Context: an optimization exercise on an open-source flow, tuned for small area. The choices shown serve that exercise and are no tape-out recipe.
Only simulation tests tie the RTL to the original design; equivalence was not proved.
No activity file was given, so power comes from the tool's default toggle rates.

== job 8283 ==
==> flow/design.v (excerpt) <==
module rename_stage #(
    parameter int ARCH_REGS = 32,
    parameter int PHYS_REGS = 128,
    parameter int FL_DEPTH  = 128
) (
    input  logic          clk,
    input  logic          reset,
    input  logic          valid_in,
    output logic          ready_in,
    input  logic [$clog2(ARCH_REGS)-1:0] rs1,
    input  logic [$clog2(ARCH_REGS)-1:0] rs2,
    input  logic [$clog2(ARCH_REGS)-1:0] rd,
    input  logic          rd_write,
    input  logic [1:0]    fu_in,
    input  logic          is_branch,
    output logic          valid_out,
    input  logic          ready_out,
    output logic [$clog2(PHYS_REGS)-1:0] ps1,
    output logic [$clog2(PHYS_REGS)-1:0] ps2,
    output logic [$clog2(PHYS_REGS)-1:0] pd_new,
    output logic [$clog2(PHYS_REGS)-1:0] pd_old,
    output logic [1:0]    fu_out,
    input  logic          retire_valid,
    input  logic [$clog2(PHYS_REGS)-1:0] retire_pd,
    input  logic          br_resolve,
    input  logic          mispredict
);
For scale: about 4600 cells after synthesis, roughly 1200 flip-flops, ~50000 um^2 of cells after synthesis.
clock: 6.5 ns
lec_check: 0
abc_area: 1
cap_margin: 20
core_margin: 2
core_utilization: 65
cts_buf_list: sky130_fd_sc_hd__clkbuf_2 sky130_fd_sc_hd__clkbuf_4
cts_cluster_diameter: 40
cts_cluster_size: 10
slew_margin: 20
run.sh (not shown) runs the stock make flow with config.mk's settings and CLKGATE_MAP_FILE= SYNTH_SCRIPT=/design/flow/synth_recipe.tcl, a recipe that flattens the netlist after the stock synthesis.
> inputs changed (job 8283 -> job 6644)
Settings: CORE_UTILIZATION changed from 65 to 58; CTS_CLUSTER_SIZE changed from 10 to 8; SETUP_SLACK_MARGIN newly set to 0.6; CTS_CLUSTER_DIAMETER changed from 40 to 35; GPL_TIMING_DRIVEN newly set to 0.
==> flow/flow/run.sh (new file) <==
#!/bin/bash
set -euo pipefail
here=$PWD
cfg() { sed -n "s/^export $1 = //p" config.mk; }
args="-sink_clustering_enable -repair_clock_nets -dont_use_dummy_load"
[[ -n "$(cfg CTS_BUF_LIST)" ]] && args="$args -buf_list {$(cfg CTS_BUF_LIST)}"
[[ -n "$(cfg CTS_CLUSTER_SIZE)" ]] && args="$args -sink_clustering_size $(cfg CTS_CLUSTER_SIZE)"
[[ -n "$(cfg CTS_CLUSTER_DIAMETER)" ]] && args="$args -sink_clustering_max_diameter $(cfg CTS_CLUSTER_DIAMETER)"
export CTS_ARGS="$args"
export FLOW_ABC_SCRIPT=$here/flow/area.abc
export FLOW_SYNTH_TCL=$here/synth_recipe.tcl
# Port buffers: the smallest buffer; repair_design sizes or buffers behind it as needed.
export BUFFER_PORTS_ARGS="-buffer_cell sky130_fd_sc_hd__buf_1"
echo "CTS_ARGS=$CTS_ARGS" > cts_args.log
bash standard.sh SYNTH_SCRIPT=$here/flow/synth.tcl finish > standard_flow.log 2>&1
==> flow/flow/area.abc (new file) <==
strash
&get -n
&deepsyn -T 60
&dch -f
&nf -R 1000
&put
topo
stime -c
==> flow/flow/synth.tcl (new file) <==
# The standard synthesis (synth_recipe.tcl, unchanged), except that ABC maps
# the combinational logic with flow/area.abc: deeper area-oriented logic
# optimisation and mapping, and no buffering or sizing (placement repairs
# those). Flip-flops are mapped by dfflibmap before ABC runs, as usual.
proc abc {args} {
  set i [lsearch -exact $args -script]
  if {$i >= 0} {
    set args [lreplace $args [expr {$i + 1}] [expr {$i + 1}] $::env(FLOW_ABC_SCRIPT)]
  }
  yosys abc {*}$args
}
source $::env(FLOW_SYNTH_TCL)
==> flow/standard.sh (new file) <==
#!/bin/bash
# synth_recipe.tcl (not shown) runs the flow's synth.tcl, then flattens the netlist and writes it again
# the make line also repeats each setting of config.mk as NAME=value (left out here)
make -C /OpenROAD-flow-scripts/flow DESIGN_CONFIG=/design/flow/config.mk WORK_HOME=/design/flow/orfs CLKGATE_MAP_FILE= SYNTH_SCRIPT=/design/flow/synth_recipe.tcl "${@:-finish}"
removed: flow/run.sh
Results
Every run (job 8283 and job 6644) finished clean.
Compared with job 8283, in job 6644 met2 wire length climbed about 27%; net count of the mapped netlist dropped about 34%; first-pass GRT wire length climbed about 25%.
Job 6644 vs. job 8283: hold slack dropped 310 ps, internal power contribution went down by 0.0019 W.
Job 6644 vs. job 8283: layout overhead on the synthesized area went up by 2.1 points.
The worst setup slack after layout of job 6644 falls short of that of job 8283 by 800 ps.

[afterwards: timing with drivers on the ports]
In the flow no input, the clock included, has a driving cell. The finished layouts below were timed again as built, in two steps.
Step 1 assumes that a clkbuf_16 drives the clock port and a buf_2 every other input.
Step 2, shift: input delay + t, output delay - t, t = (earliest + latest rising clock arrival at the registers) / 2. This alone moves slack from input paths to output paths.
Slacks: no drivers / after step 1 / after step 2; pairs: no drivers / after step 1.
| run | shift t [ns] | slack for setup (ns) | worst setup path at the end | clock arrival spread, ns | worst slew at a driven data input, ns |
|---|---|---|---|---|---|
| job 8283 | 1.122 | 1.118 / 1.081 / 0.907 | input to register | 0.120 / 0.120 | 0.05 |
| job 6644 | 1.167 | 0.315 / 0.315 / 0.315 | register to register | 0.191 / 0.191 | 0.05 |
After both steps setup and hold are still met in every run listed. For job 8283, which loses most, drivers alone change the setup slack by -0.037 ns; drivers and shift together by -0.211 ns.
